What follows belongs to an exercise in optimizing a design on an open flow for small area, a short achievable clock period and few clock cycles; a production flow would make more cautious choices. Only simulation tests tie the RTL to the original design; equivalence was not proved. Power and IR drop assume default switching activity.

// sw_aligner
module sw_aligner (
    input  logic        clk,
    input  logic        rst,
    input  logic        job_req,
    input  logic [31:0] query,
    output logic        job_ack,
    input  logic        sym_req,
    input  logic [1:0]  sym_base,
    input  logic        sym_last,
    output logic        sym_ack,
    output logic        res_req,
    output logic [13:0] res_score,
    output logic [5:0]  res_row,
    output logic [10:0] res_col,
    output logic [10:0] res_end_step,
    output logic        res_xdrop_hit,
    input  logic        res_ack
);
Size: ~5700 cells after synthesis, about 640 flip-flops, ~86 I/O pins, roughly 43000 um^2 of cells after synthesis.
==> flow/config.mk <==
export PLATFORM = sky130hd
export DESIGN_NAME = sw_aligner
export DESIGN_NICKNAME = sw_aligner
export VERILOG_FILES = /design/flow/design.v
export SDC_FILE = /design/flow/constraint.sdc
export NUM_CORES = 4
export LEC_CHECK = 0
export ABC_AREA = 1
export CAP_MARGIN = 20
export CORE_MARGIN = 2
export CORE_UTILIZATION = 75
export CTS_BUF_LIST = sky130_fd_sc_hd__clkbuf_16
export CTS_CLUSTER_DIAMETER = 100
export CTS_CLUSTER_SIZE = 30
export PLACE_DENSITY = 0.8
export SLEW_MARGIN = 20
export TNS_END_PERCENT = 5
==> flow/constraint.sdc <==
create_clock -name core_clock -period 13.0 [get_ports {clk}]
set_input_delay 2.6000 -clock core_clock [delete_from_list [all_inputs] [get_ports {clk}]]
set_output_delay 2.6000 -clock core_clock [all_outputs]
set_load 0.01 [all_outputs]
standard.sh (not shown) runs the stock make flow with config.mk's settings and CLKGATE_MAP_FILE= SYNTH_SCRIPT=/design/flow/synth_recipe.tcl, a recipe that flattens the netlist after the stock synthesis.
==> flow/flow/run.sh <==
#!/bin/bash
# The standard layout (the standard.sh: ORFS with the standard synthesis)
# with two changes to how the layout is made:
#  - ports get a plain buffer (buf_2) instead of the slow delay cell that
#    buffer_ports picks by default; every port still gets its own buffer
#  - timing repair aims for more slack than the clock period needs, so the
#    repair steps work on the design's worst paths
# Each tool's output goes to ORFS's own logs under orfs/logs; make's output
# goes to flow_make.log here.
set -euo pipefail
export BUFFER_PORTS_ARGS="-buffer_cell sky130_fd_sc_hd__buf_2"
export SETUP_SLACK_MARGIN="${SETUP_SLACK_MARGIN_OVERRIDE:-9.25}"
bash standard.sh > flow_make.log 2>&1
The first run finished with timing, DRC and antenna clean.
Testbench counts at the start, summed over its fixed seeds: cycles 39,646.
Change:
--- a/flow/flow/run.sh
+++ b/flow/flow/run.sh
@@ -10,4 +10,4 @@
 set -euo pipefail
 export BUFFER_PORTS_ARGS="-buffer_cell sky130_fd_sc_hd__buf_2"
-export SETUP_SLACK_MARGIN="${SETUP_SLACK_MARGIN_OVERRIDE:-9.25}"
+export SETUP_SLACK_MARGIN="${SETUP_SLACK_MARGIN_OVERRIDE:-9.2}"
 bash standard.sh > flow_make.log 2>&1
--- a/flow/config.mk
+++ b/flow/config.mk
@@ -9,9 +9,8 @@
 export CAP_MARGIN = 20
 export CORE_MARGIN = 2
-export CORE_UTILIZATION = 75
+export CORE_UTILIZATION = 60
 export CTS_BUF_LIST = sky130_fd_sc_hd__clkbuf_16
 export CTS_CLUSTER_DIAMETER = 100
 export CTS_CLUSTER_SIZE = 30
-export PLACE_DENSITY = 0.8
 export SLEW_MARGIN = 20
 export TNS_END_PERCENT = 5
After rerunning:
- The changed run ran to the end with no violations
- core utilization shrinks by 16 points
- sequential cell count is unchanged
- combinational power shrinks by about 3%
- die area grows by 25%
- global-route usage shrinks by 7.4 points
- via count shrinks by 4.1%
- synthesized cell count stays the same
- clock-buffer cell count grows by 7
- wire length shrinks by 0.78%
Change:
--- a/flow/config.mk
+++ b/flow/config.mk
@@ -9,8 +9,9 @@
 export CAP_MARGIN = 20
 export CORE_MARGIN = 2
-export CORE_UTILIZATION = 60
+export CORE_UTILIZATION = 70
 export CTS_BUF_LIST = sky130_fd_sc_hd__clkbuf_16
 export CTS_CLUSTER_DIAMETER = 100
 export CTS_CLUSTER_SIZE = 30
+export PLACE_DENSITY = 0.75
 export SLEW_MARGIN = 20
 export TNS_END_PERCENT = 5
=> Wire length decreases slightly. Sequential power stays flat. Clock power barely changes. Global-route usage grows by 4.1 points.

---

## job 3821
Starting RTL as in the previous note.
Settings: LEC_CHECK=0, ABC_AREA=1, CAP_MARGIN=20, CORE_MARGIN=2, CORE_UTILIZATION=60, CTS_BUF_LIST=sky130_fd_sc_hd__clkbuf_16, CTS_CLUSTER_DIAMETER=100, CTS_CLUSTER_SIZE=30, SLEW_MARGIN=20, TNS_END_PERCENT=5; clock period 13.0 ns.
==> flow/flow/run.sh <==
#!/bin/bash
# The standard layout (the standard.sh: ORFS with the standard synthesis)
# with two changes to how the layout is made:
#  - ports get a plain buffer (buf_2) instead of the slow delay cell that
#    buffer_ports picks by default; every port still gets its own buffer
#  - timing repair aims for more slack than the clock period needs, so the
#    repair steps work on the design's worst paths
# Each tool's output goes to ORFS's own logs under orfs/logs; make's output
# goes to flow_make.log here.
set -euo pipefail
export BUFFER_PORTS_ARGS="-buffer_cell sky130_fd_sc_hd__buf_2"
export SETUP_SLACK_MARGIN="${SETUP_SLACK_MARGIN_OVERRIDE:-9.4}"
bash standard.sh > flow_make.log 2>&1
Testbench counts of job 3821, summed over its fixed seeds: cycles 39,646.
Changes in job 6959 relative to job 3821:
Settings: changing CTS_CLUSTER_SIZE from 30 to 25; changing CTS_CLUSTER_DIAMETER from 100 to 80.
[summary]
The flow did not stop early for job 6959: all stages ran, and the layout cleared the timing, DRC and antenna checks. Job 6959 vs job 3821 — total non-filler cell area in the finished layout rose 0.34%. Taking job 3821 as the reference, in job 6959 non-filler instance count after layout flat; routed via count up 0.58%; average wire length per cell after detail routing up about 0.35%; final-layout clock-cell area share up 0.33 points. Summary of job 6959 over job 3821: via count of the first global-routing pass flat; final standard cell utilization of the core went up 0.22 points. For clock skew, job 3821 and job 6959 come out practically identical.

---

## run 1
sw_aligner, a different RTL version from the one above (not shown whole).
Size: about 4800 cells after synthesis, roughly 43000 um2 of cells after synthesis.
==> flow/design.v (excerpt) <==
module sw_aligner (
    input  logic        clk,
    input  logic        rst,
    input  logic        job_req,
    input  logic [31:0] query,
    output logic        job_ack,
    input  logic        sym_req,
    input  logic [1:0]  sym_base,
    input  logic        sym_last,
    output logic        sym_ack,
    output logic        res_req,
    output logic [13:0] res_score,
    output logic [5:0]  res_row,
    output logic [10:0] res_col,
    output logic [10:0] res_end_step,
    output logic        res_xdrop_hit,
    input  logic        res_ack
);
    logic [6:0] score;
    logic [3:0] row;
    logic [6:0] col;
    logic [6:0] end_step;
    sw_align_top #(
        .P_NUM_PE (16),
        .P_XDROP  (40)
    ) u_sw_align_top (
        .i_clk       (clk),
        .i_rst       (rst),
        .i_job_req   (job_req),
        .i_query     (query),
        .o_job_ack   (job_ack),
        .i_sym_req   (sym_req),
        .i_sym_base  (sym_base),
        .i_sym_last  (sym_last),
        .o_sym_ack   (sym_ack),
        .o_res_req   (res_req),
        .i_res_ack   (res_ack),
        .o_score     (score),
        .o_row       (row),
        .o_col       (col),
        .o_end_step  (end_step),
        .o_xdrop_hit (res_xdrop_hit)
    );
    assign res_score    = {{7{score[6]}}, score};
    assign res_row      = {2'b00, row};
    assign res_col      = {4'b0000, col};
    assign res_end_step = {4'b0000, end_step};
endmodule
export LEC_CHECK = 0
export CAP_MARGIN = 20
export CORE_MARGIN = 2
export CORE_UTILIZATION = 60
export SLEW_MARGIN = 20
export TNS_END_PERCENT = 5
create_clock -name core_clock -period 13.0 [get_ports {clk}]
==> flow/flow/run.sh <==
#!/bin/bash
# The standard layout (the standard.sh: ORFS with the standard synthesis)
# with two changes to how the layout is made:
#  - ports get a plain buffer (buf_2) instead of the slow delay cell that
#    buffer_ports picks by default; every port still gets its own buffer
#  - timing repair aims for more slack than the clock period needs, so the
#    repair steps work on the design's worst paths
# Each tool's output goes to ORFS's own logs under orfs/logs; make's output
# goes to flow_make.log here.
set -euo pipefail
export BUFFER_PORTS_ARGS="-buffer_cell sky130_fd_sc_hd__buf_2"
export SETUP_SLACK_MARGIN="${SETUP_SLACK_MARGIN_OVERRIDE:-9.1}"
bash standard.sh > flow_make.log 2>&1
Run 1 finished every step from synthesis to the final layout, and the layout passed the timing, DRC and antenna checks.
Testbench counts of run 1, summed over its fixed seeds: cycles 39,646.
Setup changes, run 1 to run 2
Settings: CORE_UTILIZATION: 60 -> 40.
diff --git a/flow/flow/run.sh b/flow/flow/run.sh
--- a/flow/flow/run.sh
+++ b/flow/flow/run.sh
@@ -10,4 +10,4 @@
 set -euo pipefail
 export BUFFER_PORTS_ARGS="-buffer_cell sky130_fd_sc_hd__buf_2"
-export SETUP_SLACK_MARGIN="${SETUP_SLACK_MARGIN_OVERRIDE:-9.1}"
+export SETUP_SLACK_MARGIN="${SETUP_SLACK_MARGIN_OVERRIDE:-9.4}"
 bash standard.sh > flow_make.log 2>&1
Routed wire length (run 2 vs. run 1) increases by a few percent
For combinational fraction of design power, run 1 and run 2 come out practically identical.
On first-pass GRT wire length, the higher figure sits with run 2, not run 1.
Of run 2 and run 1, it is run 2 that has the lower total routing resource utilization after global routing.
The higher number of non-filler instances in the completed layout of run 2 and run 1 is in run 2.
Count of antenna diodes in the layout (run 2 over run 1): increase, 1
The sequential-cell power consumption of run 1 and that of run 2 are within noise of each other.
Final area in run 2 vs run 1: up 2.2%
Startpoint of the worst setup timing path: u_sw_align_top.u_sw_best_tracker.stop_q -> run 1, u_sw_align_top.u_sw_best_tracker.best_x[6] -> run 2
Diff run 1 -> run 2 | area overhead of the layout relative to synthesis | increase of 2.4 points
Changes observed in run 2 relative to run 1: final setup slack of the worst path decreased 0.060 ns; maximum clock frequency decreased 1.5%.
Every run (run 2 and run 1) finished clean.
Changes in run 3 relative to run 2:
Settings: CORE_UTILIZATION now 60, was 40; ABC_AREA now 1, previously not set.
## What came out
- Delta (run 3 minus run 2): number of antenna violations at the first check in global routing went down by 4; sequential fraction of design power went up by 3.3 points; share of cell area taken by flip-flops and latches went up by 0.80 points; area taken by multi-input logic gates went down by 6.9%; global-route total usage across every layer went up by 10 points.
- Run 2 has higher time the worst path needs with I/O delays and setup than run 3.
For run 4, these inputs were changed with respect to run 3:
Settings: ABC_AREA: 1 -> unset.
==> comparison <==
Every stage of the flow completed for run 4, and the final layout passed the timing, DRC and antenna checks.
Comparing run 4 and run 3, the higher number of global-route vias before repair was measured on run 3.
On run 4: met2 layer usage reported by global route is 3.2 points lower than what run 3 gave.
Reported for run 4 and run 3, flip-flop and latch count turned out identical to the last digit.
The final reports for run 4 and run 3 show total global-route track usage lower in the former.
Number of instances in the synthesized netlist for run 4: about 16% down relative to run 3
Synthesized area: run 4 vs run 3 — no meaningful difference
Setup slack in run 4 is smaller than in run 3.
In run 4 the met3 track demand over resource in global routing turned out 0.30 points lower than in run 3.
For run 3, the critical path capture point was res_score[9], unlike run 4, where it was res_row[3].
Run 3 tops out at a higher clock frequency than run 4.

port drivers added, routing unchanged:
In the flow no input, the clock included, has a driving cell. The finished layouts below were timed again as built, in two steps.
Step 1 sets driving cells, clkbuf_16 on the clock port and buf_2 on the other inputs (assumed; they add their load-dependent delay and slew).
Step 2 moves the port delays by t, midway between the first and last clock arrival at a register: inputs arrive t later, outputs are due t later. That takes back most of the time a late clock gives input paths.
Three values: ideal ports, drivers, drivers and shift; two values: the first two.
run	shift t [ns]	setup WS [ns]	worst register clock-pin slew, ns	worst slew at a driven data input, ns	pins driven straight from the clock port
the first run of note 1	0.718	9.169 / 9.106 / 8.798	0.12 / 0.12	0.04	1
the second run of note 1	0.665	9.212 / 9.143 / 9.010	0.12 / 0.12	0.04	1
the third run of note 1	0.650	9.230 / 9.164 / 9.020	0.12 / 0.12	0.03	1
job 3821	0.652	9.157 / 9.091 / 8.973	0.11 / 0.11	0.15	1
job 6959	0.667	9.142 / 9.073 / 9.033	0.10 / 0.10	0.14	1
run 1	0.675	9.100 / 9.032 / 8.855	0.06 / 0.06	0.08	1
run 2	0.711	9.039 / 8.968 / 9.182	0.07 / 0.07	0.05	1
run 3	0.691	9.140 / 9.072 / 9.084	0.07 / 0.07	0.04	1
run 4	0.686	9.087 / 9.022 / 9.146	0.06 / 0.06	0.04	1
After both steps setup and hold are still met in every run listed. The setup slack of the first run of note 1, which loses most, moves by -0.063 ns with the drivers and by -0.371 ns with both steps.
